This design comes from an exercise in tuning for small area, a short achievable clock period and few clock cycles per item on the open sky130 flow, not from production work. At most, simulation tests tie the RTL to the original design; equivalence was not proved. Only the layout flow was run in runs 2 to 4, 6 and 7; the RTL was not checked for function there. Power is estimated from default activity; no workload was simulated.

==> flow/design.v <==
package prplw_pkg;
    localparam int COUNT_BITS = 32;
    localparam int CALC_BITS  = (COUNT_BITS > 28) ? COUNT_BITS : 28;
    localparam int ADDR_BITS  = 64;
    localparam int LEN_BITS   = 28;
    localparam int SLOT_BITS  = 24;
    localparam int SHIFT_BITS = 5;
    localparam logic [SHIFT_BITS-1:0] SHIFT_MIN   = 5'd12;
    localparam logic [SHIFT_BITS-1:0] SHIFT_MAX   = 5'd27;
    localparam logic [SHIFT_BITS-1:0] SHIFT_RESET = 5'd12;
    localparam logic [SHIFT_BITS-1:0] ENTRY_SHIFT = 5'd3;
    localparam logic KIND_START = 1'b0;
    localparam logic KIND_ENTRY = 1'b1;
    typedef enum logic [1:0] {
        RES_SEGMENT    = 2'd0,
        RES_FETCH      = 2'd1,
        RES_NULL       = 2'd2,
        RES_UNEXPECTED = 2'd3
    } result_kind_t;
    typedef struct packed {
        result_kind_t           kind;
        logic [ADDR_BITS-1:0]   address;
        logic [LEN_BITS-1:0]    length;
        logic                   last;
    } result_t;
endpackage
import prplw_pkg::*;
module nvme_prp_list_walker_unit (
    input  logic          aclk,
    input  logic          aresetn,
    input  logic          cfg_valid,
    output logic          cfg_ready,
    input  logic [4:0]    cfg_data,      
    input  logic          s_tvalid,
    output logic          s_tready,
    input  logic [223:0]  s_tdata,       
    input  logic          s_tuser,       
    output logic          m_tvalid,
    input  logic          m_tready,
    output logic [95:0]   m_tdata,       
    output logic [1:0]    m_tuser,       
    output logic          m_tlast        
);
    localparam logic [1:0] LEN_ZERO = 2'd0;
    localparam logic [1:0] LEN_PAGE = 2'd1;
    localparam logic [1:0] LEN_LEFT = 2'd2;
    logic [3:0]  sh_reg;
    logic        walking_reg;
    logic        valid_reg;      
    logic        more_reg;       
    logic        sub_reg;        
    logic [31:0] left_reg;
    logic [63:0] fetch_reg;
    logic [23:0] slot_reg;
    logic [63:0] res_addr_reg;
    logic [1:0]  res_kind_reg;
    logic [1:0]  res_len_reg;
    logic [63:0] in_first, in_second, in_entry;
    logic [31:0] in_count;
    logic        is_start;
    logic [15:0] sh_hot;   
    logic [31:0] m_eq0;    
    logic [31:0] m_eq1;    
    logic [31:0] m_lo0;    
    logic [31:0] m_lo1;    
    logic [31:0] m_hi1;    
    logic [31:0] m_hi2;    
    logic [23:0] m_slot;   
    logic [27:0] page;
    logic        l_gt_p;
    logic        slot_ge_last;
    logic        ent_two;      
    logic        ent_fetch;    
    logic [63:0] fetch_inc;
    logic [31:0] left_hi;
    logic [31:0] left_sub_p;
    logic        c_gt_p;
    logic        c_gt_2p;
    logic        c_nz;
    logic        e_zero;
    logic        accept;
    logic        pop;
    logic        next;
    assign in_first  = s_tdata[63:0];
    assign in_second = s_tdata[127:64];
    assign in_count  = s_tdata[159:128];
    assign in_entry  = s_tdata[223:160];
    assign is_start  = (s_tuser == KIND_START);
    always_comb begin
        for (int i = 0; i < 16; i++) sh_hot[i] = (sh_reg == 4'(i));
        m_eq0 = 32'({sh_hot, 12'd0});
        m_eq1 = 32'({sh_hot, 13'd0});
        m_lo0[0] = 1'b1;
        for (int i = 1; i < 32; i++) m_lo0[i] = m_lo0[i-1] & ~m_eq0[i-1];
        m_lo0 = m_lo0 & ~m_eq0;
        for (int i = 0; i < 32; i++) m_lo0[i] = (i < 12) ? 1'b1 : m_lo0[i];
        m_lo1 = {m_lo0[30:0], 1'b1};
        m_hi1 = ~(m_lo0 | m_eq0);
        m_hi2 = ~(m_lo1 | m_eq1);
        m_slot = m_lo0[26:3];
    end
    assign page = m_eq0[27:0];
    assign l_gt_p       = (|(left_reg & m_hi1)) || ((|(left_reg & m_eq0)) && (|(left_reg & m_lo0)));
    assign slot_ge_last = (|(slot_reg & ~m_slot)) || (&(slot_reg | ~m_slot));
    assign ent_fetch    = walking_reg && slot_ge_last && l_gt_p;
    assign ent_two      = walking_reg && !slot_ge_last && l_gt_p;
    assign fetch_inc    = {fetch_reg[63:3] + 61'd1, fetch_reg[2:0]};
    assign left_hi = left_reg & ~m_lo0;
    always_comb begin
        logic any;
        any = 1'b0;
        for (int i = 0; i < 32; i++) begin
            left_sub_p[i] = left_reg[i] ^ (!m_lo0[i] && !any);
            any = any | left_hi[i];
        end
    end
    assign c_gt_p  = (|(in_count & m_hi1)) || ((|(in_count & m_eq0)) && (|(in_count & m_lo0)));
    assign c_gt_2p = (|(in_count & m_hi2)) || ((|(in_count & m_eq1)) && (|(in_count & m_lo1)));
    assign c_nz    = |in_count;
    assign e_zero  = ~|in_entry;
    assign cfg_ready = 1'b1;
    assign m_tvalid  = valid_reg;
    assign pop       = valid_reg && m_tready;
    assign next      = pop && more_reg;
    assign s_tready  = !valid_reg || (m_tready && !more_reg);
    assign accept    = s_tvalid && s_tready;
    assign m_tuser        = res_kind_reg;
    assign m_tlast        = !more_reg;
    assign m_tdata[95:92] = 4'b0;
    assign m_tdata[63:0]  = res_addr_reg;
    always_comb begin
        case (res_len_reg)
            LEN_PAGE: m_tdata[91:64] = page;
            LEN_LEFT: m_tdata[91:64] = left_reg[27:0];
            default:  m_tdata[91:64] = 28'd0;
        endcase
    end
    always_ff @(posedge aclk) begin
        if (next) begin
            res_addr_reg <= fetch_reg;
            res_kind_reg <= walking_reg ? RES_FETCH : RES_SEGMENT;
            res_len_reg  <= walking_reg ? LEN_ZERO : LEN_LEFT;
        end else if (accept) begin
            if (is_start) begin
                res_kind_reg <= RES_SEGMENT;
                res_addr_reg <= in_first;
                res_len_reg  <= c_gt_p ? LEN_PAGE : LEN_LEFT;
            end else begin
                res_addr_reg <= walking_reg ? in_entry : 64'd0;
                if (!walking_reg) begin
                    res_kind_reg <= RES_UNEXPECTED;
                    res_len_reg  <= LEN_ZERO;
                end else if (e_zero) begin
                    res_kind_reg <= RES_NULL;
                    res_len_reg  <= LEN_ZERO;
                end else if (ent_fetch) begin
                    res_kind_reg <= RES_FETCH;
                    res_len_reg  <= LEN_ZERO;
                end else begin
                    res_kind_reg <= RES_SEGMENT;
                    res_len_reg  <= ent_two ? LEN_PAGE : LEN_LEFT;
                end
            end
        end
        if (sub_reg) begin
            left_reg <= left_sub_p;
        end else if (accept) begin
            if (is_start) begin
                left_reg  <= in_count;
                fetch_reg <= in_second;
                slot_reg  <= '0;
            end else if (!e_zero) begin
                if (ent_fetch) begin
                    fetch_reg <= in_entry;
                    slot_reg  <= '0;
                end else if (ent_two) begin
                    left_reg  <= left_sub_p;
                    fetch_reg <= fetch_inc;
                    slot_reg  <= slot_reg + 24'd1;
                end
            end
        end
        if (!aresetn) begin
            sh_reg      <= '0;
            walking_reg <= 1'b0;
            valid_reg   <= 1'b0;
            more_reg    <= 1'b0;
            sub_reg     <= 1'b0;
        end else begin
            if (cfg_valid) begin
                if (cfg_data < SHIFT_MIN)      sh_reg <= 4'd0;
                else if (cfg_data > SHIFT_MAX) sh_reg <= 4'd15;
                else                           sh_reg <= 4'(cfg_data - SHIFT_MIN);
            end
            sub_reg <= accept && is_start && c_gt_p;
            if (accept) begin
                valid_reg <= !is_start || c_nz;
                more_reg  <= is_start ? c_gt_p : (ent_two && !e_zero);
                if (is_start)
                    walking_reg <= c_gt_2p;
                else if (e_zero || !(ent_fetch || ent_two))
                    walking_reg <= 1'b0;
            end else if (pop) begin
                if (more_reg) more_reg  <= 1'b0;
                else          valid_reg <= 1'b0;
            end
        end
    end
endmodule
==> flow/flow/run.sh <==
#!/bin/bash
# The standard layout (standard.sh), with: port buffers of the smallest buffer cell,
# the settings below, and (if flow/abc_speed.script exists) that ABC mapping script in
# place of ORFS's. Each tool's output stays in its ORFS log; make's output in standard.log.
set -e
if [ -f flow/abc_speed.script ]; then
  rm -rf orfs_scripts
  cp -r "$FLOW_HOME/scripts" orfs_scripts
  cp flow/abc_speed.script orfs_scripts/abc_speed.script
fi
export BUFFER_PORTS_ARGS="-buffer_cell sky130_fd_sc_hd__buf_1"
bash standard.sh SCRIPTS_DIR=$PWD/orfs_scripts SETUP_SLACK_MARGIN=4.5 finish > standard.log 2>&1
==> flow/flow/abc_speed.script <==
strash
&get -n
&st
&dch
&nf -R 1000
&put
==> flow/standard.sh <==
#!/bin/bash
# synth_recipe.tcl (not shown) runs the flow's synth.tcl, then flattens the netlist and writes it again
# the make line also repeats each setting of config.mk as NAME=value (left out here)
make -C /OpenROAD-flow-scripts/flow DESIGN_CONFIG=/design/flow/config.mk WORK_HOME=/design/flow/orfs CLKGATE_MAP_FILE= SYNTH_SCRIPT=/design/flow/synth_recipe.tcl "${@:-finish}"
==> flow/config.mk <==
export PLATFORM = sky130hd
export DESIGN_NAME = nvme_prp_list_walker_unit
export DESIGN_NICKNAME = nvme_prp_list_walker_unit
export VERILOG_FILES = /design/flow/design.v
export SDC_FILE = /design/flow/constraint.sdc
export NUM_CORES = 4
export LEC_CHECK = 0
export CAP_MARGIN = 20
export CORE_MARGIN = 2
export CORE_UTILIZATION = 40
export SLEW_MARGIN = 20
==> flow/constraint.sdc <==
create_clock -name core_clock -period 8.5 [get_ports {aclk}]
set_input_delay 1.7000 -clock core_clock [delete_from_list [all_inputs] [get_ports {aclk}]]
set_output_delay 1.7000 -clock core_clock [all_outputs]
set_load 0.01 [all_outputs]
==> flow_metrics.tcl, run 1 <==
set metrics [dict create \
    ys_seq_area_frac 0.471 \
    synth.avg_cell_area_sq_um 9.30 \
    setup_viol 0 \
    cp-end-kind "output pin" \
    seq_area_sq_mm 0.00582 \
    cts_made_buffers 17 \
    rrSetupSlack_ns 4.62 \
    synth_area_leaders "edfxtp_1 (46%), nor2_1 (7.3%), a22oi_1 (6.9%)" \
    relSlewSlack 0.305 \
    syn2layout_area_growth_pct 24.3 \
    antenna_found_initial 3 \
    cts_tree "yes" \
    rsz0062_at_grt "yes" \
    synth_top_cell_area_share 0.458 \
    cts-root-buf "clkbuf_16" \
    ir_worst_vdd_v 0.000139 \
    synthArstFlopShare 0 \
    arrival_ns 2.31 \
    period_minus_slack_ns 4.01 \
    wl_per_cell_microns 22.4 \
    post-route-drc-count 0 \
    ys_top_cells_by_count "nor2_1 (239), edfxtp_1 (188), nand2_1 (124), a22oi_1 (113), o21ai_0 (105)" \
    fillers 3026 \
    rows 64 \
    clock_path_buffers 2 \
    dp.final_hpwl_mm 33.9 \
    p_per_area_mw_per_mm2 165 \
    vias 12937 \
    synth-edff-count 188 \
    grt_pass1_wl_mm 71.9 \
    synthesis.area_sq_mm 0.0123 \
    drive_gt1_frac 0.0775 \
    setup_tns_ns 0 \
    worst_hold_startpoint "fetch_reg[0]" \
    worst_slack_ns 4.49 \
    routed_via_density 6.12 \
    final_nets 1945 \
    drt_iter0_drc 1316 \
    synth-seq-cells 196 \
    syn_inst 1324 \
    fin_skew_ns 0.0221 \
    cp-start-kind "flop" \
    clock.fmax_ghz 0.250 \
    gp_congestion 0.962 \
    multi_input_comb_area_sq_mm 0.00680 \
    ioPinCount 337 \
    fin_worst_hold_slack_ns 0.587 \
    grt_pass1_vias 12269 \
    slew_violations 0 \
    port_buffers 331 \
    die_y_microns 179 \
    post-route-period-util 0.471 \
    synthFlopType "edfxtp_1" \
    cts.sinks 196 \
    clk_latency_ns 0.45 \
    routed_wirelength_mm 47.5 \
    min_path_cells 2 \
    power_mw 2.52 \
    reg2reg_from "sh_reg[0]" \
    postRouteAntennaNets 0 \
    yosysTopAreaCell "edfxtp_1" \
    crit_fanout 12 \
    worstHoldEndpoint "res_addr_reg[0]" \
    grt_max_degree 92 \
    tightest_slew_ns 1.04 \
    worstPathRequired_ns 6.80 \
    synth.distinct_cells 45 \
    timing.max_cap.violations 0 \
    leakagePower_nw 4.89 \
    die_area_sq_mm 0.0322 \
    fp.dieW_microns 179 \
    criticalPathCategory "flop to output pin" \
    hp-class "flop to flop" \
    final_area_sq_mm 0.0153 \
    synth.most_common_cell "nor2_1" \
    r2r_end "left_reg[31]" \
    hold_violations 0 \
    clk_pin_slew_ns 0.08 \
    status "no timing/DRC/antenna violations" \
    initial_core_util 0.405 \
    htree_levels 4 \
    core_area_sq_mm 0.0304 \
    reg2reg_depth 23 \
    grt.overflow.total 0 \
    post-place-ws_ns 3.45 \
    dpl_cell_area_sq_mm 0.0142 \
    yosysWarnings 1 \
    grt_use_total 0.281 \
    first_pass_iters 6 \
]
where the power goes:
part / total, mW / switching [mW] / internal, mW
Combinational: 0.471 / 0.305 / 0.166
Clock: 0.821 / 0.425 / 0.396
Sequential: 1.23 / 0.0750 / 1.15
routing by layer:
layer	GRT usage	up-vias	wire length [microns]
li1	-	5925	-
met1	0.388	6229	19800
met2	0.450	702	22200
met3	0.0504	81	4290
met4	0.0885	0	1190
met5	0	-	0
worst max-delay path, stage by stage, from the launching register on:
cell and delay [ns]:
dfxtp_4 0.40, buf_4 0.15, nand2_1 0.38, nor2_2 0.54, a22oi_1 0.12, nor2_1 0.12, buf_1 0.16
area by class of cell:
cell class                 instances  area share
tap                              396      0.0324
inverter                          15     0.00564
multi-input combinational       1112       0.444
clock buffer                      17      0.0278
sequential                       196       0.380
timing repair buffer             361      0.0987
clock inverter                    15      0.0108
antenna                            3    0.000490
metrics by stage:
stage	cells	util
floorplan	1327	-
CTS	2098	0.495
global route	2115	0.503
detailed placement	2059	0.468
global placement	2059	0.468
finish	2115	0.503
logic make-up after synthesis:
| kind of cell | Yosys count | share of synthesized area |
|---|---|---|
| DFF | 196 | 0.471 |
| xor gates and xnor gates | 91 | 0.0647 |
| and+or+nand+nor | 576 | 0.215 |
| muxes | 1 | 0.000914 |
| buffers and inverters | 20 | 0.00762 |
| AOI/OAI and AO/OA | 431 | 0.233 |
| adders and majority gates | 7 | 0.00711 |
| other | 2 | 0.000610 |
worst max-delay path by stage:
stage / start / end
6_report: sh_reg[3] / m_tdata[91]
5_1_grt: sh_reg[3] / m_tdata[91]
3_5_place_dp: s_tdata[170] / fetch_reg[19]
4_1_cts: sh_reg[3] / left_reg[31]
3_3_place_gp: s_tdata[170] / fetch_reg[22]
2_1_floorplan: m_tready / fetch_reg[10]
repair_timing:
action | 4_1_cts | 5_1_grt
endpoints found under the setup margin | 196 | 209
hold buffers | 0 | 0
gates cloned | 1 | 0
setup buffers | 6 | 14
pin swaps | 2 | 6
resized for setup | 49 | 37
placed cells by master, fill, tap and decap left out, types with 5 or more instances in the layout:
cell type  synthesis  final
a21oi_2            0      5
nor3_2             0      5
and2_0            15     15
nand4_1           56     56
o22ai_1            9      9
nor2b_1           14     14
ha_1               7      5
a221oi_1          17     17
nor2_4             0      6
xnor2_1           45     45
o21ai_0          105     98
nand2_2            0      5
edfxtp_1         188    188
nor4_1            34     29
nand3_1           24     20
a222oi_1           8      8
nand2_1          124    117
a21oi_1           90     84
nor3_1            34     26
conb_1             2      5
buf_1              0    328
clkbuf_16          0     17
and3_1             8      7
buf_4              5     27
nor2_2             0      6
nor2_1           239    227
clkinv_1          15     10
xor2_1            46     46
clkinv_8           0      5
or4_1              6      6
a22oi_1          113    113
o2bb2ai_1         64     64
Testbench counts, summed over its fixed seeds: cycles 23,383, items 12,000.
==> run 2, diff against run 1 <==
--- a/flow/design.v
+++ b/flow/design.v
@@ -104,7 +104,21 @@
     assign slot_ge_last = (|(slot_reg & ~m_slot)) || (&(slot_reg | ~m_slot));
     assign ent_fetch    = walking_reg && slot_ge_last && l_gt_p;
     assign ent_two      = walking_reg && !slot_ge_last && l_gt_p;
-    assign fetch_inc    = {fetch_reg[63:3] + 61'd1, fetch_reg[2:0]};
+    logic [23:0] slot_inc;
+    always_comb begin
+        logic c;
+        c = 1'b1;
+        fetch_inc[2:0] = fetch_reg[2:0];
+        for (int i = 3; i < 64; i++) begin
+            fetch_inc[i] = fetch_reg[i] ^ c;
+            c = c & fetch_reg[i];
+        end
+        c = 1'b1;
+        for (int i = 0; i < 24; i++) begin
+            slot_inc[i] = slot_reg[i] ^ c;
+            c = c & slot_reg[i];
+        end
+    end
     assign left_hi = left_reg & ~m_lo0;
     always_comb begin
         logic any;
==> run 2 against run 1 <==
Effect of this change: the layout now fails its checks (negative setup slack); cell count down 4.1%; first-iteration DRC count down 14%; non-clock buffer count up 42; power down 1.2%; area after synthesis down 3.5%; count of clock-buffer cells in the layout up 4; design area up 6.2%; sequential power about the same; highest routed layer unchanged; critical path depth up 56; die area down 3.5%.
==> flow_metrics.tcl, run 2 <==
set metrics [dict create \
    hold_violations 0 \
    synth_top_cell_area_share 0.475 \
    rsz0062_at_grt "yes" \
    layout_common_cells "buf_1 (323), nor2_1 (231), edfxtp_1 (188), a22oi_1 (100), a21oi_1 (90)" \
    ys_top_cells_by_count "nor2_1 (242), edfxtp_1 (188), a22oi_1 (100), o21ai_0 (100), a21oi_1 (95)" \
    ys_seq_area_frac 0.489 \
    setup_viol 12 \
    ir_worst_vdd_v 0.000115 \
    fin_cells 2028 \
    p_int_mw 1.75 \
    cts-root-buf "clkbuf_16" \
    routed_via_density 5.97 \
    worstPathRequired_ns 8.69 \
    p_sw_mw 0.743 \
    fp.dieW_microns 176 \
    syn_inst 1202 \
    antenna_found_initial 2 \
    tightest_slew_ns 1.07 \
    relSlewSlack 0.284 \
    status "complete, but fails checks" \
    cts_made_buffers 17 \
    timing.max_cap.violations 0 \
    synth_area_leaders "edfxtp_1 (48%), nor2_1 (7.6%), ha_1 (6.8%)" \
    post-place-ws_ns -1.73 \
    vias 12101 \
    fin_worst_hold_slack_ns 0.594 \
    port_buffers 331 \
    core_area_sq_mm 0.0295 \
    arrival_ns 10.36 \
    cp_num_buf_inv 0 \
    first_pass_iters 6 \
    routed_wirelength_mm 44.6 \
    die_y_microns 176 \
    p_seq_frac 0.485 \
    reg2reg_depth 62 \
    power_frac_comb 0.200 \
    r2r_end "fetch_reg[63]" \
    p_per_area_mw_per_mm2 153 \
    postRouteAntennaNets 0 \
    grt.overflow.total 0 \
    wl_per_cell_microns 22.0 \
    grt_use_total 0.268 \
    clk_latency_ns 0.44 \
    post-route-drc-count 0 \
    worst_slack_ns -1.68 \
    cp-end-kind "flop" \
    die_area_sq_mm 0.0311 \
    cts_tree "yes" \
    worstHoldEndpoint "res_addr_reg[2]" \
    critPathTopFamily "adder cells" \
    final_common_cell "buf_1" \
    crit_fanout 2 \
    slew_violations 0 \
    clock_path_buffers 2 \
    cts.sinks 196 \
    leakagePower_nw 5.36 \
    dpl.cell_count 1932 \
    synth.avg_cell_area_sq_um 9.89 \
    post-route-period-util 1.20 \
    fin_skew_ns 0.0114 \
    initial_core_util 0.403 \
    criticalPathCategory "flop to flop" \
    synthArstFlopShare 0 \
    drt_iter0_drc 1137 \
    clk_pin_slew_ns 0.07 \
    dp.final_hpwl_mm 30.4 \
    clock.fmax_ghz 0.0982 \
    yosysWarnings 1 \
    synthesis.area_sq_mm 0.0119 \
    setup_tns_ns -10.49 \
    final_nets 1924 \
    final_area_sq_mm 0.0163 \
    postCtsHoldBufs 0 \
    syn2layout_area_growth_pct 36.8 \
    synth-edff-count 188 \
    grt_pass1_wl_mm 64.5 \
    grt_pass1_vias 11246 \
    rows 63 \
    synthFlopType "edfxtp_1" \
    ioPinCount 337 \
    synth-seq-cells 196 \
    drive_gt1_frac 0.172 \
    cp_common_cell "ha_4" \
    hp-class "flop to flop" \
    min_path_cells 2 \
    cpPeakStageDelay_ns 0.40 \
    rrSetupSlack_ns -1.68 \
    synth.distinct_cells 48 \
    reg2reg_from "fetch_reg[4]" \
    htree_levels 4 \
    cp_slowest_cell "edfxtp_1" \
    fillers 2748 \
    gp_congestion 0.969 \
    swShare 0.298 \
    worst_hold_startpoint "fetch_reg[2]" \
    yosysTopAreaCell "edfxtp_1" \
    grt_max_degree 86 \
    so.violations "negative setup slack" \
    clkPwrFrac 0.315 \
    synth.most_common_cell "nor2_1" \
    period_minus_slack_ns 10.18 \
    cp-start-kind "flop" \
    critPathLaunch "fetch_reg[4]" \
    dpl_cell_area_sq_mm 0.0146 \
]
-- run 2: changes by cell type in the layout (fill, tap and decap cells not counted), sizes merged, moves of 6 or more --
| cell | change |
|---|---|
| o211ai | +6 |
| a22oi | -13 |
| nor3 | -26 |
| xnor2 | -26 |
| ha | +58 |
| xor2 | -38 |
| buf | +35 |
| nor4 | -6 |
| clkbuf | +11 |
| a21o | +6 |
| nand4 | -42 |
| nand2 | -37 |
-- run 2: power by group through the flow --
stage	combinational, mW	sequential, mW	clock, mW
after floorplan	0.221	1.23	0
after detailed placement	0.412	1.23	0
after CTS	0.430	1.21	0.799
after global routing	0.541	1.21	0.839
after global placement	0.409	1.23	0
final	0.497	1.21	0.785
-- run 2: metal layers --
metal  wire [microns]  GRT usage  vias to the layer above  part of all wire
li1                 -          -                     5580                 -
met1            18300      0.355                     5881              0.41
met2            21800      0.452                      551              0.49
met3             3310     0.0416                       89             0.074
met4             1130     0.0833                        0             0.025
met5                0          0                        -                 0
-- run 2: tightest hold or removal path: cells and delay by family (launching register included) --
family           cells  cell delay [ns]
AO/OA/AOI/OAI        1             0.10
AND/OR/NAND/NOR      1             0.04
flip-flops           1             0.33
-- run 2: metrics by stage --
step / utilization / total power [mW]
final: 0.552 / 2.49
after global routing: 0.551 / 2.59
after CTS: 0.520 / 2.44
after detailed placement: 0.496 / 1.64
after global placement: 0.496 / 1.64
after floorplan: - / 1.45
-- run 2: final cells by class --
cell class / count / area [sq um] / share of cell area
Multi-Input combinational cell: 989 / 7370 / 0.453
Clock buffer: 21 / 440 / 0.0271
Antenna cell: 2 / 5.00 / 0.000308
Timing Repair Buffer: 403 / 1950 / 0.120
Tap cell: 390 / 488 / 0.0300
Clock inverter: 10 / 100 / 0.00616
Sequential cell: 196 / 5820 / 0.358
Inverter: 17 / 86.3 / 0.00531
-- run 2: worst max-delay path by stage --
stage | to | slack [ns] | depth (start not counted)
final | fetch_reg[63] | -1.68 | 62
after global routing | fetch_reg[63] | -1.88 | 62
after CTS | fetch_reg[63] | -1.70 | 62
after detailed placement | fetch_reg[63] | -1.73 | 62
after global placement | fetch_reg[63] | -1.61 | 62
after floorplan | fetch_reg[63] | -1.41 | 62
-- run 2: cells by family after synthesis --
logic type	share of synthesized area
fa+ha+maj	0.0684
other cells	0.000632
simple gates	0.169
xor+xnor	0.0199
compound gates	0.245
flops	0.489
buf+inv	0.00853
-- run 2: what timing repair did --
action,in CTS,in global routing
resized for setup,74,91
endpoints found under the hold margin,0,0
pin swaps,60,36
cloned,1,9
endpoints found under the setup margin,296,309
buffers inserted,0,52
==> run 3, diff against run 2 <==
--- a/flow/flow/run.sh
+++ b/flow/flow/run.sh
@@ -9,4 +9,4 @@
   cp flow/abc_speed.script orfs_scripts/abc_speed.script
 fi
 export BUFFER_PORTS_ARGS="-buffer_cell sky130_fd_sc_hd__buf_1"
-bash standard.sh SCRIPTS_DIR=$PWD/orfs_scripts SETUP_SLACK_MARGIN=4.5 finish > standard.log 2>&1
+bash standard.sh  SETUP_SLACK_MARGIN=4.5 finish > standard.log 2>&1
removed: flow/flow/abc_speed.script
==> run 3 against run 2 <==
Effect of this change: still fails the layout checks on negative setup slack; clock power grew 0.6%; sequential power is essentially flat; flip-flop and latch count is the same; highest routed layer is now met5; synthesized cell count grew 21%; routed wire length grew 7.7%.
==> flow_metrics.tcl, run 3 <==
set metrics [dict create \
    status "complete, but fails checks" \
    so.violations "negative setup slack" \
    grt_use_total 0.267 \
    htree_levels 4 \
    worst_slack_ns -1.64 \
    gp_congestion 0.919 \
    worstHoldEndpoint "more_reg" \
    ioPinCount 337 \
    clk_latency_ns 0.45 \
    cpPeakStageDelay_ns 0.40 \
    post-route-period-util 1.19 \
    syn_inst 1450 \
    timing.max_cap.violations 0 \
    grt_pass1_wl_mm 72.6 \
    rrSetupSlack_ns -1.64 \
    synth-edff-count 188 \
    cp_num_buf_inv 0 \
    grt_pass1_vias 12118 \
    p_per_area_mw_per_mm2 153 \
    dpl_cell_area_sq_mm 0.0154 \
    grt_max_degree 79 \
    slew_violations 0 \
    rsz0062_at_grt "yes" \
    hold_violations 0 \
    dp.final_hpwl_mm 33.2 \
    die_y_microns 186 \
    criticalPathCategory "flop to flop" \
    synthArstFlopShare 0 \
    synthFlopType "edfxtp_1" \
    clock.fmax_ghz 0.0986 \
    ys_top_cells_by_count "nor2_1 (276), edfxtp_1 (188), clkbuf_1 (87), o21ai_0 (84), nand3_1 (83)" \
    post-route-drc-count 0 \
    final_nets 1994 \
    wl_per_cell_microns 22.3 \
    synthesis.area_sq_mm 0.0133 \
    vias 13000 \
    arrival_ns 10.32 \
    die_area_sq_mm 0.0348 \
    cts.sinks 196 \
    cts_tree "yes" \
    core_area_sq_mm 0.0327 \
    ys_seq_area_frac 0.436 \
    synth.avg_cell_area_sq_um 9.19 \
    initial_core_util 0.407 \
    postRouteAntennaNets 0 \
    synth_top_cell_area_share 0.424 \
    fp.dieW_microns 186 \
    r2r_end "fetch_reg[63]" \
    final_area_sq_mm 0.0163 \
    first_pass_iters 6 \
    routed_via_density 6.04 \
    synth_area_leaders "edfxtp_1 (42%), nor2_1 (7.8%), ha_1 (6.1%)" \
    period_minus_slack_ns 10.14 \
    cts_made_buffers 17 \
    clock_path_buffers 2 \
    synth.most_common_cell "nor2_1" \
    ir_worst_vdd_v 0.000147 \
    syn2layout_area_growth_pct 22.2 \
    port_buffers 331 \
    reg2reg_from "fetch_reg[3]" \
    setup_viol 11 \
    relSlewSlack 0.309 \
    crit_fanout 2 \
    leakagePower_nw 5.25 \
    cp-end-kind "flop" \
    drt_iter0_drc 1097 \
    cp_slowest_cell "edfxtp_1" \
    worstPathRequired_ns 8.68 \
    synth.distinct_cells 79 \
    grt.overflow.total 0 \
    yosysTopAreaCell "edfxtp_1" \
    fin_skew_ns 0.0106 \
    hp-class "flop to flop" \
    critPathTopFamily "adder cells" \
    worst_hold_startpoint "more_reg" \
    yosysWarnings 1 \
    rows 66 \
    final_common_cell "buf_1" \
    cp_common_cell "ha_4" \
    tightest_slew_ns 1.03 \
    power_mw 2.49 \
    layout_common_cells "buf_1 (328), nor2_1 (274), edfxtp_1 (188), nand3_1 (82), a31oi_1 (70)" \
    drive_gt1_frac 0.119 \
    antenna_found_initial 6 \
    routed_wirelength_mm 48.0 \
    reg2reg_depth 62 \
    cp-start-kind "flop" \
    fillers 3173 \
    clk_pin_slew_ns 0.08 \
    min_path_cells 2 \
    synth-seq-cells 196 \
    cts-root-buf "clkbuf_16" \
]
run 3: changes by cell type after synthesis, sizes merged, moves of 23 or more:
cell | before | now
clkbuf | 0 | 87
a221oi | 17 | 68
o2bb2ai | 63 | 5
a21oi | 95 | 50
nor2 | 242 | 278
buf | 5 | 51
a31oi | 5 | 70
nand2 | 87 | 64
a22oi | 100 | 18
nand3 | 20 | 83
run 3: worst max-delay path by stage:
stage | startpoint | to | slack (ns) | depth (start not counted)
final | fetch_reg[3] | fetch_reg[63] | -1.64 | 62
after global routing | fetch_reg[3] | fetch_reg[63] | -1.87 | 62
after CTS | fetch_reg[3] | fetch_reg[63] | -1.67 | 62
after detailed placement | fetch_reg[4] | fetch_reg[63] | -1.69 | 62
after global placement | fetch_reg[4] | fetch_reg[63] | -1.59 | 62
after floorplan | fetch_reg[3] | fetch_reg[63] | -1.39 | 62
run 3: tightest hold or removal path: stages (launching register included):
cell     delay [ns]
dfxtp_1        0.38
nand3_1        0.10
o31ai_1        0.06
run 3: power by group:
| part | total (mW) | internal (mW) | switching (mW) |
|---|---|---|---|
| registers | 1.21 | 1.15 | 0.0597 |
| clock network | 0.790 | 0.404 | 0.387 |
| logic | 0.486 | 0.178 | 0.309 |
run 3: logic make-up (layout without fill, tap and decap cells):
| group | count (synthesis) | after routing | share of synthesized area |
|---|---|---|---|
| buffers and inverters | 156 | 410 | 0.0567 |
| other | 2 | 9 | 0.000564 |
| XOR/XNOR | 40 | 40 | 0.0263 |
| adder cells (fa/ha/maj) | 66 | 66 | 0.0618 |
| multiplexers | 12 | 12 | 0.0133 |
| flip-flops | 196 | 196 | 0.436 |
| AO/OA/AOI/OAI | 405 | 405 | 0.205 |
| AND/OR/NAND/NOR | 573 | 573 | 0.200 |
run 3: area by class of cell:
type / count / area [sq um] / share of cell area
Inverter: 18 / 71.3 / 0.00438
Timing Repair Buffer: 360 / 1520 / 0.0933
Antenna cell: 4 / 10.0 / 0.000615
Multi-Input combinational cell: 1101 / 7770 / 0.478
Clock inverter: 12 / 108 / 0.00661
Clock buffer: 20 / 437 / 0.0268
Tap cell: 442 / 553 / 0.0340
Sequential cell: 196 / 5810 / 0.357
run 3: layer usage:
layer | up-vias | share of wire | GRT usage | wire length [microns]
met5 | - | 0.00027 | 0 | 13
met4 | 2 | 0.023 | 0.0803 | 1090
met3 | 75 | 0.080 | 0.0476 | 3840
met2 | 637 | 0.47 | 0.434 | 22800
met1 | 6322 | 0.42 | 0.364 | 20300
li1 | 5964 | - | - | -
run 3: what timing repair did:
action | 4_1_cts | 5_1_grt
endpoints found under the setup margin | 232 | 150
setup buffers | 7 | 0
resized for setup | 38 | 35
hold buffers | 0 | 0
pin swaps | 39 | 28
run 3: stage by stage:
step	setup slack (ns)	setup TNS, ns	utilization	cells	hold slack (ns)
floorplan	-1.39	-7.52	-	1453	0.480
global placement	-1.59	-9.35	0.471	2110	0.542
detailed placement	-1.69	-10.43	0.471	2110	0.555
CTS	-1.67	-10.36	0.493	2149	0.578
global route	-1.87	-12.61	0.498	2153	0.602
finish	-1.64	-9.99	0.498	2153	0.582
==> run 4, diff against run 3 <==
--- a/flow/flow/run.sh
+++ b/flow/flow/run.sh
@@ -9,4 +9,4 @@
   cp flow/abc_speed.script orfs_scripts/abc_speed.script
 fi
 export BUFFER_PORTS_ARGS="-buffer_cell sky130_fd_sc_hd__buf_1"
-bash standard.sh  SETUP_SLACK_MARGIN=4.5 finish > standard.log 2>&1
+bash standard.sh  SETUP_SLACK_MARGIN=4.0 finish > standard.log 2>&1
==> run 4 against run 3 <==
Effect of this change: still fails the layout checks on negative setup slack; area after synthesis unchanged; sequential power about the same; routed wire length down 0.30%; setup slack worse by 0.055 ns; design area down 0.62%; worst hold slack worse by 0.025 ns; clock skew up 0.00069 ns; cell count down 0.23%.
==> flow_metrics.tcl, run 4 <==
set metrics [dict create \
    cp_slowest_cell "edfxtp_1" \
    synth_top_cell_area_share 0.424 \
    cp-start-kind "flop" \
    grt_pass1_wl_mm 72.1 \
    cts-root-buf "clkbuf_16" \
    dpl.cell_count 2110 \
    postLayoutCoreUtil 0.495 \
    fin_worst_hold_slack_ns 0.556 \
    postCtsHoldBufs 0 \
    hp-class "flop to flop" \
    post-route-drc-count 0 \
    fin_skew_ns 0.0113 \
    tightest_slew_ns 1.04 \
    relSlewSlack 0.306 \
    synth_area_leaders "edfxtp_1 (42%), nor2_1 (7.8%), ha_1 (6.1%)" \
    setup_viol 12 \
    first_pass_iters 6 \
    synth.avg_cell_area_sq_um 9.19 \
    p_per_area_mw_per_mm2 158 \
    ys_top_cells_by_count "nor2_1 (276), edfxtp_1 (188), clkbuf_1 (87), o21ai_0 (84), nand3_1 (83)" \
    synth.distinct_cells 79 \
    timing.max_cap.violations 0 \
    ir_worst_vdd_v 0.000140 \
    synthArstFlopShare 0 \
    die_area_sq_mm 0.0348 \
    yosys.area_share.simple 0.200 \
    initial_core_util 0.407 \
    status "complete, but fails checks" \
    setup_tns_ns -10.47 \
    synth-seq-cells 196 \
    synth_fa_ha_area_frac 0.0618 \
    layout_common_cells "buf_1 (330), nor2_1 (273), edfxtp_1 (188), nand3_1 (82), a31oi_1 (70)" \
    cp-end-kind "flop" \
    syn2layout_area_growth_pct 21.5 \
    period_minus_slack_ns 10.20 \
    final_common_cell "buf_1" \
    clk_pin_slew_ns 0.07 \
    fillers 3142 \
    final_nets 1989 \
    worstPathRequired_ns 8.67 \
    synth_compound_area_frac 0.205 \
    synthFlopType "edfxtp_1" \
    cp_common_cell "ha_4" \
    rows 66 \
    synthMuxAreaShare 0.0133 \
    synth_top_family_by_area "compound AO/OA/AOI/OAI gates" \
    cts.sinks 196 \
    synth_xor_area_frac 0.0263 \
    rsz0062_at_grt "yes" \
    ioPinCount 337 \
    fp.dieW_microns 186 \
    grt_max_degree 76 \
    so.violations "negative setup slack" \
    synth-edff-count 188 \
    slew_violations 0 \
    dpl_cell_area_sq_mm 0.0154 \
    gp_congestion 0.911 \
    crit_cells 62 \
    synthesis.area_sq_mm 0.0133 \
    leakagePower_nw 5.23 \
    criticalPathCategory "flop to flop" \
    grt_use_total 0.266 \
    htree_levels 4 \
    power_mw 2.56 \
    clock.fmax_ghz 0.0981 \
    clk_latency_ns 0.44 \
    vias 12988 \
    post-route-period-util 1.20 \
    ys_seq_area_frac 0.436 \
    drt_iter0_drc 1227 \
    grt_pass1_vias 12189 \
    final_area_sq_mm 0.0162 \
    post-place-ws_ns -1.70 \
    grt.overflow.total 0 \
    crit_fanout 2 \
    arrival_ns 10.36 \
    postRouteAntennaNets 0 \
    antenna_found_initial 7 \
    dp.final_hpwl_mm 33.6 \
    fin_cells 2148 \
    yosysWarnings 1 \
    routed_wirelength_mm 47.9 \
    hold_violations 0 \
    routed_via_density 6.05 \
    cts_tree "yes" \
    cp_num_buf_inv 0 \
    drive_gt1_frac 0.109 \
    clock_path_buffers 2 \
    yosysTopAreaCell "edfxtp_1" \
    critPathTopFamily "adder cells" \
    die_y_microns 186 \
    wl_per_cell_microns 22.3 \
    cpPeakStageDelay_ns 0.40 \
    syn_inst 1450 \
    core_area_sq_mm 0.0327 \
    worst_slack_ns -1.70 \
    min_path_cells 2 \
    cts_made_buffers 17 \
    reg2reg_depth 62 \
    port_buffers 331 \
    synth.most_common_cell "nor2_1" \
]
## run 4: path summary, 6_finish.rpt
kind | startpoint | end | slack (ns)
hold reg to reg | more_reg | more_reg | 0.56
setup reg to reg | fetch_reg[3] | fetch_reg[63] | -1.70
hold / removal | more_reg | more_reg | 0.56
setup / recovery | fetch_reg[3] | fetch_reg[63] | -1.70
## run 4: worst register-to-register path: cells and delay by family, from the launching register on
kind / cells / cell delay (ns)
AOI/OAI and AO/OA: 2 / 0.19
adders and majority gates: 59 / 9.13
DFF: 1 / 0.40
xor gates and xnor gates: 1 / 0.13
## run 4: cell families (layout without fill, tap and decap cells)
group,Yosys count,after routing
adder cells (fa/ha/maj),66,66
buffers and inverters,156,404
other,2,10
XOR/XNOR,40,40
multiplexers,12,12
flip-flops,196,196
AND/OR/NAND/NOR,573,573
AO/OA/AOI/OAI,405,405
## run 4: report_power, final
group | internal, mW | leakage [nW] | total, mW | switching [mW]
clock | 0.492 | 0.283 | 0.872 | 0.379
sequential | 1.15 | 1.87 | 1.21 | 0.0605
combinational | 0.171 | 3.07 | 0.477 | 0.305
## run 4: cell type report
cell class,count,area [sq um],area share
inverters,18,67.6,0.00418
flip-flops and latches,196,5810,0.359
clock inverters,12,180,0.0111
diodes,5,12.5,0.000773
multi-input cells,1101,7690,0.476
repair buffers,355,1430,0.0884
clock buffers,19,433,0.0268
well taps,442,553,0.0342
## run 4: layer usage
layer,routed length (microns),global-route usage,vias up
met4,1170,0.0882,4
met3,4010,0.0500,77
met1,19600,0.359,6317
met5,27,0,-
met2,23100,0.431,635
li1,-,-,5955
## run 4: repair_timing
item,CTS,global route
pin swaps,36,27
resized for setup,20,20
endpoints found under the setup margin,38,42
hold endpoints to repair,0,0
setup buffers,1,1
==> run 5, diff against run 4 <==
--- a/flow/design.v
+++ b/flow/design.v
@@ -104,21 +104,7 @@
     assign slot_ge_last = (|(slot_reg & ~m_slot)) || (&(slot_reg | ~m_slot));
     assign ent_fetch    = walking_reg && slot_ge_last && l_gt_p;
     assign ent_two      = walking_reg && !slot_ge_last && l_gt_p;
-    logic [23:0] slot_inc;
-    always_comb begin
-        logic c;
-        c = 1'b1;
-        fetch_inc[2:0] = fetch_reg[2:0];
-        for (int i = 3; i < 64; i++) begin
-            fetch_inc[i] = fetch_reg[i] ^ c;
-            c = c & fetch_reg[i];
-        end
-        c = 1'b1;
-        for (int i = 0; i < 24; i++) begin
-            slot_inc[i] = slot_reg[i] ^ c;
-            c = c & slot_reg[i];
-        end
-    end
+    assign fetch_inc    = {fetch_reg[63:3] + 61'd1, fetch_reg[2:0]};
     assign left_hi = left_reg & ~m_lo0;
     always_comb begin
         logic any;
--- a/flow/flow/run.sh
+++ b/flow/flow/run.sh
@@ -9,4 +9,4 @@
   cp flow/abc_speed.script orfs_scripts/abc_speed.script
 fi
 export BUFFER_PORTS_ARGS="-buffer_cell sky130_fd_sc_hd__buf_1"
-bash standard.sh  SETUP_SLACK_MARGIN=4.0 finish > standard.log 2>&1
+bash standard.sh  SETUP_SLACK_MARGIN=4.5 finish > standard.log 2>&1
==> run 5 against run 4 <==
Effect of this change: now clean on timing, DRC and antenna; largest cell class unchanged; first-iteration DRC count down 2.5%; worst hold slack better by 0.010 ns; clock power down 6.9%; highest routed layer unchanged; largest power group unchanged; clock skew up 0.0018 ns.
==> flow_metrics.tcl, run 5 <==
set metrics [dict create \
    setup_tns_ns 0 \
    crit_fanout 4 \
    first_pass_iters 5 \
    grt_pass1_vias 12255 \
    vias 13006 \
    clk_latency_ns 0.46 \
    drive_gt1_frac 0.0592 \
    yosysWarnings 1 \
    synthesis.area_sq_mm 0.0134 \
    p_per_area_mw_per_mm2 161 \
    postRouteAntennaNets 0 \
    initial_core_util 0.404 \
    synth_area_leaders "edfxtp_1 (42%), nor2_1 (6.1%), mux2i_1 (4.9%)" \
    hp-class "flop to flop" \
    final_common_cell "buf_1" \
    die_area_sq_mm 0.0351 \
    grt_pass1_wl_mm 71.9 \
    wl_per_cell_microns 21.7 \
    drt_iter0_drc 1196 \
    grt_max_degree 96 \
    leakagePower_nw 5.15 \
    worstPathRequired_ns 6.80 \
    ir_worst_vdd_v 0.000144 \
    cts-root-buf "clkbuf_16" \
    routed_wirelength_mm 47.9 \
    post-route-period-util 0.464 \
    ioPinCount 337 \
    htree_levels 4 \
    syn2layout_area_growth_pct 16.5 \
    power_mw 2.53 \
    fin_worst_hold_slack_ns 0.566 \
    multi_input_comb_area_sq_mm 0.00713 \
    grt.overflow.total 0 \
    postLayoutCoreUtil 0.470 \
    fin_skew_ns 0.0131 \
    port_buffers 331 \
    dp.final_hpwl_mm 34.2 \
    synth.distinct_cells 81 \
    grt_use_total 0.265 \
    clock_path_buffers 2 \
    synthFlopType "edfxtp_1" \
    final_area_sq_mm 0.0156 \
    ys_seq_area_frac 0.432 \
    synth.avg_cell_area_sq_um 9.01 \
    worst_slack_ns 4.55 \
    synth-edff-count 188 \
    ys_top_cells_by_count "nor2_1 (218), edfxtp_1 (188), nand2_1 (150), o21ai_0 (122), clkbuf_1 (80)" \
    clk_pin_slew_ns 0.07 \
    setup_viol 0 \
    cts_tree "yes" \
    clock.fmax_ghz 0.253 \
    syn_inst 1491 \
    seq_area_sq_mm 0.00581 \
    tightest_slew_ns 1.04 \
    fin_cells 2211 \
    criticalPathCategory "input port to output pin" \
    synth_top_cell_area_share 0.420 \
    routed_via_density 5.88 \
    synth-seq-cells 196 \
    cp-end-kind "output pin" \
    layout_common_cells "buf_1 (329), nor2_1 (214), edfxtp_1 (188), nand2_1 (148), o21ai_0 (121)" \
    arrival_ns 2.25 \
    core_area_sq_mm 0.0333 \
    fillers 3340 \
    synth.most_common_cell "nor2_1" \
    timing.max_cap.violations 0 \
    status "no timing/DRC/antenna violations" \
    period_minus_slack_ns 3.95 \
    rows 67 \
    gp_congestion 0.903 \
    antenna_found_initial 3 \
    fp.dieW_microns 187 \
    die_y_microns 187 \
    cts.sinks 196 \
    hold_violations 0 \
    dpl.cell_count 2171 \
    yosysTopAreaCell "edfxtp_1" \
    rsz0062_at_grt "yes" \
    cts_made_buffers 17 \
    slew_violations 0 \
    cp-start-kind "input port" \
    dpl_cell_area_sq_mm 0.0149 \
    relSlewSlack 0.305 \
    post-route-drc-count 0 \
    synthArstFlopShare 0 \
    final_nets 1986 \
    post-place-ws_ns 3.43 \
]
-- run 5: changes by cell type after synthesis, sizes merged, moves of 12 or more --
cell   before  now
o21ai     100  131
ha         65    7
o22ai      15    3
nor2      278  218
xor2       22   39
a31oi      70   16
mux2i       2   66
nand2      64  151
nand3      83   43
xnor2      18   59
inv        18   30
-- run 5: logic make-up after synthesis --
logic type	after synthesis	share of synthesized area
XOR/XNOR	98	0.0639
buffers and inverters	152	0.0484
AO/OA/AOI/OAI	367	0.181
other	2	0.000559
adder cells (fa/ha/maj)	8	0.00727
flip-flops	196	0.432
multiplexers	72	0.0551
AND/OR/NAND/NOR	596	0.212
-- run 5: layout make-up --
type / instances / area share
Multi-Input combinational cell: 1146 / 0.456
Tap cell: 448 / 0.0358
Clock inverter: 15 / 0.00944
Inverter: 31 / 0.00784
Antenna cell: 6 / 0.000960
Sequential cell: 196 / 0.371
Timing Repair Buffer: 351 / 0.0917
Clock buffer: 17 / 0.0272
Timing Repair inverter: 1 / 0.000320
-- run 5: what timing repair did --
action / 4_1_cts / 5_1_grt
resized for setup: 19 / 12
setup buffers: 1 / 0
endpoints found under the setup margin: 177 / 17
pin swaps: 0 / 0
cloned: 1 / 0
hold buffers: 0 / 0
-- run 5: worst paths after layout --
kind	startpoint	to	slack (ns)	cells past startpoint
setup / recovery	m_tready	s_tready	4.55	4
hold / removal	fetch_reg[2]	res_addr_reg[2]	0.57	2
setup reg to reg	sh_reg[0]	fetch_reg[63]	4.66	11
hold reg to reg	fetch_reg[2]	res_addr_reg[2]	0.57	2
-- run 5: worst max-delay path, cell delays in order --
cell     delay (ns)
buf_1          0.12
inv_2          0.08
o21ai_4        0.18
buf_4          0.15
-- run 5: per-layer routing --
| layer | share of wire | wire length, microns | track usage |
|---|---|---|---|
| met5 | 0.00033 | 16 | 0 |
| met3 | 0.087 | 4150 | 0.0456 |
| met4 | 0.030 | 1420 | 0.107 |
| met2 | 0.47 | 22700 | 0.429 |
| met1 | 0.41 | 19600 | 0.352 |
-- run 5: report_power, final --
group          total, mW  switching (mW)  internal (mW)  leakage (nW)
combinational      0.492           0.315          0.177          2.99
sequential          1.22          0.0653           1.16          1.88
clock              0.812           0.401          0.411         0.270
Testbench counts of run 5, summed over its fixed seeds: cycles 23,383, items 12,000.
==> run 6, diff against run 5 <==
--- a/flow/design.v
+++ b/flow/design.v
@@ -104,16 +104,28 @@
     assign slot_ge_last = (|(slot_reg & ~m_slot)) || (&(slot_reg | ~m_slot));
     assign ent_fetch    = walking_reg && slot_ge_last && l_gt_p;
     assign ent_two      = walking_reg && !slot_ge_last && l_gt_p;
-    assign fetch_inc    = {fetch_reg[63:3] + 61'd1, fetch_reg[2:0]};
-    assign left_hi = left_reg & ~m_lo0;
-    always_comb begin
-        logic any;
-        any = 1'b0;
-        for (int i = 0; i < 32; i++) begin
-            left_sub_p[i] = left_reg[i] ^ (!m_lo0[i] && !any);
-            any = any | left_hi[i];
-        end
-    end
+    logic [23:0] slot_inc;
+    function automatic logic [63:0] prefix_and(input logic [63:0] a);
+        logic [63:0] p;
+        p = a;
+        for (int i = 1; i <= 6; i++)
+            for (int j = (1 << i) - 1; j < 64; j = j + (1 << i))
+                p[j] = p[j] & p[j - (1 << (i - 1))];
+        for (int i = 6; i > 0; i = i - 1)
+            for (int j = (1 << i) + (1 << (i - 1)) - 1; j < 64; j = j + (1 << i))
+                p[j] = p[j] & p[j - (1 << (i - 1))];
+        prefix_and = p;
+    endfunction
+    logic [63:0] fetch_all;
+    logic [63:0] slot_all;
+    assign fetch_all = prefix_and({3'b000, fetch_reg[63:3]});
+    assign slot_all  = prefix_and({40'd0, slot_reg});
+    assign fetch_inc = {fetch_reg[63:3] ^ {fetch_all[59:0], 1'b1}, fetch_reg[2:0]};
+    assign slot_inc  = slot_reg ^ {slot_all[22:0], 1'b1};
+    logic [63:0] left_none;    
+    assign left_hi   = left_reg & ~m_lo0;
+    assign left_none = prefix_and({32'hFFFF_FFFF, ~left_hi});
+    assign left_sub_p = left_reg ^ (~m_lo0 & {left_none[30:0], 1'b1});
     assign c_gt_p  = (|(in_count & m_hi1)) || ((|(in_count & m_eq0)) && (|(in_count & m_lo0)));
     assign c_gt_2p = (|(in_count & m_hi2)) || ((|(in_count & m_eq1)) && (|(in_count & m_lo1)));
     assign c_nz    = |in_count;
==> run 6 against run 5 <==
Effect of this change: die area shrank 1.0%; non-clock buffer count shrank 1; still clean; critical path type unchanged; sequential share of layout area grew 0.42 points.
==> flow_metrics.tcl, run 6 <==
set metrics [dict create \
    status "no timing/DRC/antenna violations" \
    routed_via_density 5.78 \
    synthesis.area_sq_mm 0.0133 \
    cpPeakStageDelay_ns 0.17 \
    hp-class "flop to flop" \
    ioPinCount 337 \
    grt_max_degree 109 \
    cts_tree "yes" \
    setup_tns_ns 0 \
    synth_area_leaders "edfxtp_1 (42%), nor2_1 (7.5%), mux2i_1 (5.0%)" \
    reg2reg_depth 11 \
    dpl_cell_area_sq_mm 0.0147 \
    arrival_ns 2.28 \
    ys_top_cells_by_count "nor2_1 (264), edfxtp_1 (188), nand2_1 (109), a21oi_1 (92), clkbuf_1 (78)" \
    cp-start-kind "input port" \
    synth-edff-count 188 \
    synthFlopType "edfxtp_1" \
    timing.max_cap.violations 0 \
    synthArstFlopShare 0 \
    postRouteAntennaNets 0 \
    die_y_microns 186 \
    critPathTopFamily "buffers and inverters" \
    wl_per_cell_microns 21.3 \
    grt_use_met3 0.0430 \
    grt_pass1_vias 11847 \
    clock_path_buffers 2 \
    drive_gt1_frac 0.0610 \
    post-route-drc-count 0 \
    cp_slowest_cell "o21ai_2" \
    final_nets 1979 \
    cp_num_buf_inv 3 \
    syn_inst 1455 \
    final_common_cell "buf_1" \
    grt_pass1_wl_mm 67.8 \
    slew_violations 0 \
    initial_core_util 0.407 \
    antenna_found_initial 1 \
    die_area_sq_mm 0.0347 \
    rows 66 \
    rsz0062_at_grt "no" \
    fin_cells 2165 \
    grt.overflow.total 0 \
    post-place-ws_ns 3.78 \
    dpl.cell_count 2125 \
    path_cells "buf_2 -> inv_1 -> o21ai_2 -> buf_4" \
    drt_iter0_drc 1197 \
    core_area_sq_mm 0.0326 \
    grt.busiest_layer "met2" \
    grt_use_total 0.258 \
    leakagePower_nw 5.39 \
    ys_seq_area_frac 0.437 \
    yosysTopAreaCell "edfxtp_1" \
    worst_slack_ns 4.52 \
    synth.most_common_cell "nor2_1" \
    routed_wirelength_mm 46.0 \
    tightest_slew_ns 1.14 \
    yosysWarnings 1 \
    power_mw 2.51 \
    cp-end-kind "output pin" \
    htree_levels 4 \
    cts.sinks 196 \
    vias 12503 \
    syn2layout_area_growth_pct 16.5 \
    fin_worst_hold_slack_ns 0.581 \
    postLayoutCoreUtil 0.475 \
    hold_violations 0 \
    post-route-period-util 0.468 \
    layout_common_cells "buf_1 (328), nor2_1 (261), edfxtp_1 (188), nand2_1 (108), a21oi_1 (92)" \
    synth-seq-cells 196 \
    postCtsHoldBufs 0 \
    relSlewSlack 0.243 \
    crit_cells 4 \
    first_pass_iters 5 \
    gp_congestion 0.932 \
    clk_latency_ns 0.47 \
    final_area_sq_mm 0.0155 \
    p_per_area_mw_per_mm2 162 \
    synth.distinct_cells 78 \
    fp.dieW_microns 186 \
    ir_worst_vdd_v 0.000136 \
    worstPathRequired_ns 6.80 \
    fin_skew_ns 0.0198 \
    grt.met2_usage 0.430 \
    port_buffers 331 \
    min_path_cells 2 \
    fillers 3198 \
    period_minus_slack_ns 3.98 \
    crit_fanout 4 \
    clock.fmax_ghz 0.251 \
    clk_pin_slew_ns 0.07 \
    synth.avg_cell_area_sq_um 9.14 \
    met1_usage 0.336 \
    cts_made_buffers 17 \
    dp.final_hpwl_mm 32.9 \
    setup_viol 0 \
    synth_top_cell_area_share 0.425 \
    criticalPathCategory "input port to output pin" \
    cts-root-buf "clkbuf_16" \
]
-- run 6: repair_timing --
item	CTS	global route
setup endpoints to repair	119	150
setup buffers	3	2
cloned	1	1
pin swaps	1	3
gates resized for setup	16	18
-- run 6: cell families (layout without fill, tap and decap cells) --
group,after synthesis,in the layout,synth area share
and+or+nand+nor,575,575,0.200
AOI/OAI and AO/OA,356,356,0.178
DFF,196,196,0.437
buffers and inverters,152,416,0.0537
muxes,71,71,0.0538
xor gates and xnor gates,68,68,0.0448
adders and majority gates,35,35,0.0329
other,2,6,0.000565
-- run 6: area by class of cell --
class | instances | area, sq um | share of cell area
antenna | 1 | 2.50 | 0.000162
clock buffer | 17 | 425 | 0.0275
clock inverter | 15 | 165 | 0.0107
inverter | 32 | 133 | 0.00856
multi-input combinational | 1110 | 6950 | 0.449
sequential | 196 | 5810 | 0.375
tap | 442 | 553 | 0.0357
timing repair buffer | 350 | 1430 | 0.0925
timing repair inverter | 2 | 10.0 | 0.000646
-- run 6: worst paths after layout --
kind	to	start	slack, ns
worst min register to register	res_addr_reg[1]	fetch_reg[1]	0.58
worst min-delay path	res_addr_reg[1]	fetch_reg[1]	0.58
worst max-delay path	s_tready	m_tready	4.52
worst max register to register	fetch_reg[43]	sh_reg[2]	4.80
-- run 6: routing by layer --
metal,vias up,routed length (microns)
li1,5872,-
met1,5959,19300
met2,592,21800
met3,80,3490
met4,0,1530
met5,-,0
-- run 6: where the power goes --
| part | switching (mW) | internal, mW |
|---|---|---|
| Clock | 0.418 | 0.420 |
| Combinational | 0.302 | 0.165 |
| Sequential | 0.0561 | 1.15 |
-- run 6: worst min-delay path, delay by kind of cell, from the launching register on --
family	cells	cell delay (ns)
AOI/OAI and AO/OA	1	0.10
DFF	1	0.32
and+or+nand+nor	1	0.04
==> run 7, diff against run 6 <==
--- a/flow/flow/run.sh
+++ b/flow/flow/run.sh
@@ -9,4 +9,4 @@
   cp flow/abc_speed.script orfs_scripts/abc_speed.script
 fi
 export BUFFER_PORTS_ARGS="-buffer_cell sky130_fd_sc_hd__buf_1"
-bash standard.sh  SETUP_SLACK_MARGIN=4.5 finish > standard.log 2>&1
+bash standard.sh  SETUP_SLACK_MARGIN=4.5 CTS_BUF_LIST=sky130_fd_sc_hd__clkbuf_8 finish > standard.log 2>&1
==> run 7 against run 6 <==
Effect of this change: first-iteration DRC count rose by 2.2%; critical endpoint unchanged; critical path depth unchanged; global-route usage unchanged.
==> flow_metrics.tcl, run 7 <==
set metrics [dict create \
    reg2reg_depth 13 \
    synth.avg_cell_area_sq_um 9.14 \
    fin_cells 2165 \
    port_buffers 331 \
    postRouteAntennaNets 0 \
    grt.overflow.total 0 \
    synthFlopType "edfxtp_1" \
    cts_tree "yes" \
    synth_area_leaders "edfxtp_1 (42%), nor2_1 (7.5%), mux2i_1 (5.0%)" \
    htree_levels 4 \
    setup_viol 0 \
    final_common_cell "buf_1" \
    routed_via_density 5.82 \
    period_minus_slack_ns 3.98 \
    fin_skew_ns 0.0235 \
    cp-end-kind "output pin" \
    arrival_ns 2.28 \
    initial_core_util 0.407 \
    leakagePower_nw 5.31 \
    clock_path_buffers 2 \
    final_nets 1979 \
    synth.distinct_cells 78 \
    rrSetupSlack_ns 4.77 \
    clk_latency_ns 0.51 \
    wl_per_cell_microns 21.2 \
    power_frac_comb 0.202 \
    setup_tns_ns 0 \
    fp.dieW_microns 186 \
    antenna_found_initial 1 \
    yosysWarnings 1 \
    first_pass_iters 5 \
    synthArstFlopShare 0 \
    grt_use_total 0.258 \
    timing.max_cap.violations 0 \
    clk_pin_slew_ns 0.10 \
    hold_violations 0 \
    yosysTopAreaCell "edfxtp_1" \
    hp-class "flop to flop" \
    clock.fmax_ghz 0.251 \
    p_per_area_mw_per_mm2 151 \
    rsz0062_at_grt "no" \
    ioPinCount 337 \
    synth_top_cell_area_share 0.425 \
    routed_wirelength_mm 45.9 \
    synth.most_common_cell "nor2_1" \
    cts-root-buf "clkbuf_8" \
    dp.final_hpwl_mm 32.9 \
    drive_gt1_frac 0.0610 \
    core_area_sq_mm 0.0326 \
    grt_max_degree 109 \
    synth-edff-count 188 \
    worstPathRequired_ns 6.80 \
    vias 12594 \
    synth-seq-cells 196 \
    syn_inst 1455 \
    post-route-drc-count 0 \
    grt_pass1_wl_mm 67.7 \
    rows 66 \
    layout_common_cells "buf_1 (328), nor2_1 (261), edfxtp_1 (188), nand2_1 (108), a21oi_1 (92)" \
    drt_iter0_drc 1223 \
    die_y_microns 186 \
    p_sw_mw 0.748 \
    grt_pass1_vias 11854 \
    p_int_mw 1.56 \
    synthesis.area_sq_mm 0.0133 \
    gp_congestion 0.932 \
    relSlewSlack 0.257 \
    min_path_cells 2 \
    cp-start-kind "input port" \
    cts.sinks 196 \
    dpl.cell_count 2125 \
    die_area_sq_mm 0.0347 \
    ys_top_cells_by_count "nor2_1 (264), edfxtp_1 (188), nand2_1 (109), a21oi_1 (92), clkbuf_1 (78)" \
    criticalPathCategory "input port to output pin" \
    crit_fanout 4 \
    swShare 0.324 \
    tightest_slew_ns 1.11 \
    postCtsHoldBufs 0 \
    ys_seq_area_frac 0.437 \
    post-route-period-util 0.468 \
    p_seq_frac 0.522 \
    syn2layout_area_growth_pct 15.1 \
    clkPwrFrac 0.276 \
    slew_violations 0 \
    status "no timing/DRC/antenna violations" \
    cts_made_buffers 17 \
    ir_worst_vdd_v 0.0000953 \
]
run 7: changes by cell type in the layout (fill, tap and decap cells not counted):
| cell | previous run | this run |
|---|---|---|
| clkbuf_8 | 0 | 17 |
| buf_4 | 14 | 13 |
| inv_2 | 1 | 0 |
| inv_4 | 0 | 1 |
| clkbuf_4 | 0 | 1 |
| clkbuf_16 | 17 | 0 |
run 7: critical path: stages:
cell and delay (ns):
buf_2 0.14, inv_1 0.10, o21ai_2 0.17, buf_4 0.16
run 7: power by group through the flow:
stage,combinational [mW],sequential (mW),clock (mW)
after floorplan,0.283,1.22,0
after global placement,0.453,1.22,0
after detailed placement,0.454,1.23,0
after CTS,0.462,1.20,0.657
after global routing,0.512,1.21,0.690
final,0.467,1.20,0.637
run 7: layer usage:
layer	routed length, microns	vias to the layer above	GRT usage
met1	19100	5994	0.337
met2	21500	651	0.427
met5	0	-	0
met4	1580	0	0.0998
met3	3690	85	0.0452
li1	-	5864	-
run 7: final cells by class:
class / instances / area (sq um)
timing repair inverter: 2 / 10.0
antenna: 1 / 2.50
fill: 3215 / 17300
sequential: 196 / 5810
clock buffer: 17 / 234
timing repair buffer: 350 / 1430
clock inverter: 15 / 165
inverter: 32 / 135
multi-input combinational: 1110 / 6950
tap: 442 / 553
run 7: logic make-up after synthesis:
family / share of synthesized area
AND/OR/NAND/NOR: 0.200
AO/OA/AOI/OAI: 0.178
multiplexers: 0.0538
buffers and inverters: 0.0537
flip-flops: 0.437
adder cells (fa/ha/maj): 0.0329
other: 0.000565
XOR/XNOR: 0.0448
run 7: worst paths after layout:
kind,end,startpoint
setup / recovery,s_tready,m_tready
hold / removal,res_addr_reg[1],fetch_reg[1]
setup reg to reg,fetch_reg[43],sh_reg[3]
hold reg to reg,res_addr_reg[1],fetch_reg[1]
run 7: per-stage QoR:
step / utilization / hold WS [ns] / total power [mW] / cell area, sq um / worst slack (ns)
after floorplan: - / 0.500 / 1.50 / 13400 / 3.70
after global placement: 0.451 / 0.558 / 1.68 / 14700 / 3.84
after detailed placement: 0.451 / 0.566 / 1.68 / 14700 / 3.78
after CTS: 0.467 / 0.590 / 2.32 / 15200 / 4.50
after global routing: 0.469 / 0.610 / 2.41 / 15300 / 4.50
final: 0.469 / 0.587 / 2.31 / 15300 / 4.52
run 7: repair_timing:
item / in CTS / in global routing
gates cloned: 2 / 0
buffers inserted: 3 / 2
resized for setup: 19 / 16
pin swaps: 1 / 3
setup endpoints to repair: 119 / 146

## what the ideal ports hide
The results above use ideal ports. As a check the final layouts listed here were re-extracted and re-timed, cells and wires unchanged.
Step 1: set_driving_cell puts a clkbuf_16 on aclk and a buf_2 on each other input, an assumption about the parent block.
Step 2 adds t to the input delays and takes it off the output delays; t is the mean of the earliest and latest rising clock arrival at the registers after step 1. Input paths then give back, and output paths get back, about the clock's delay inside the block.
Slacks: ideal / step 1 / step 2; pairs: ideal / step 1.
run	t (ns)	setup slack, ns	worst setup path at the end	slew at the worst register clock pin (ns)	cell pins on the clock port's net
run 1	0.488	4.494 / 4.447 / 4.196	input to register	0.09 / 0.09	1
run 2	0.485	-1.678 / -1.678 / -1.678	register to register	0.08 / 0.08	1
run 3	0.495	-1.643 / -1.643 / -1.643	register to register	0.08 / 0.08	1
run 4	0.488	-1.698 / -1.698 / -1.698	register to register	0.07 / 0.07	1
run 5	0.506	4.552 / 4.505 / 4.178	input to register	0.08 / 0.08	1
run 6	0.511	4.522 / 4.497 / 4.176	input to register	0.09 / 0.09	1
run 7	0.555	4.522 / 4.497 / 4.073	input to register	0.12 / 0.12	1
For run 7, which loses most, drivers alone change the setup slack by -0.025 ns; drivers and shift together by -0.449 ns.
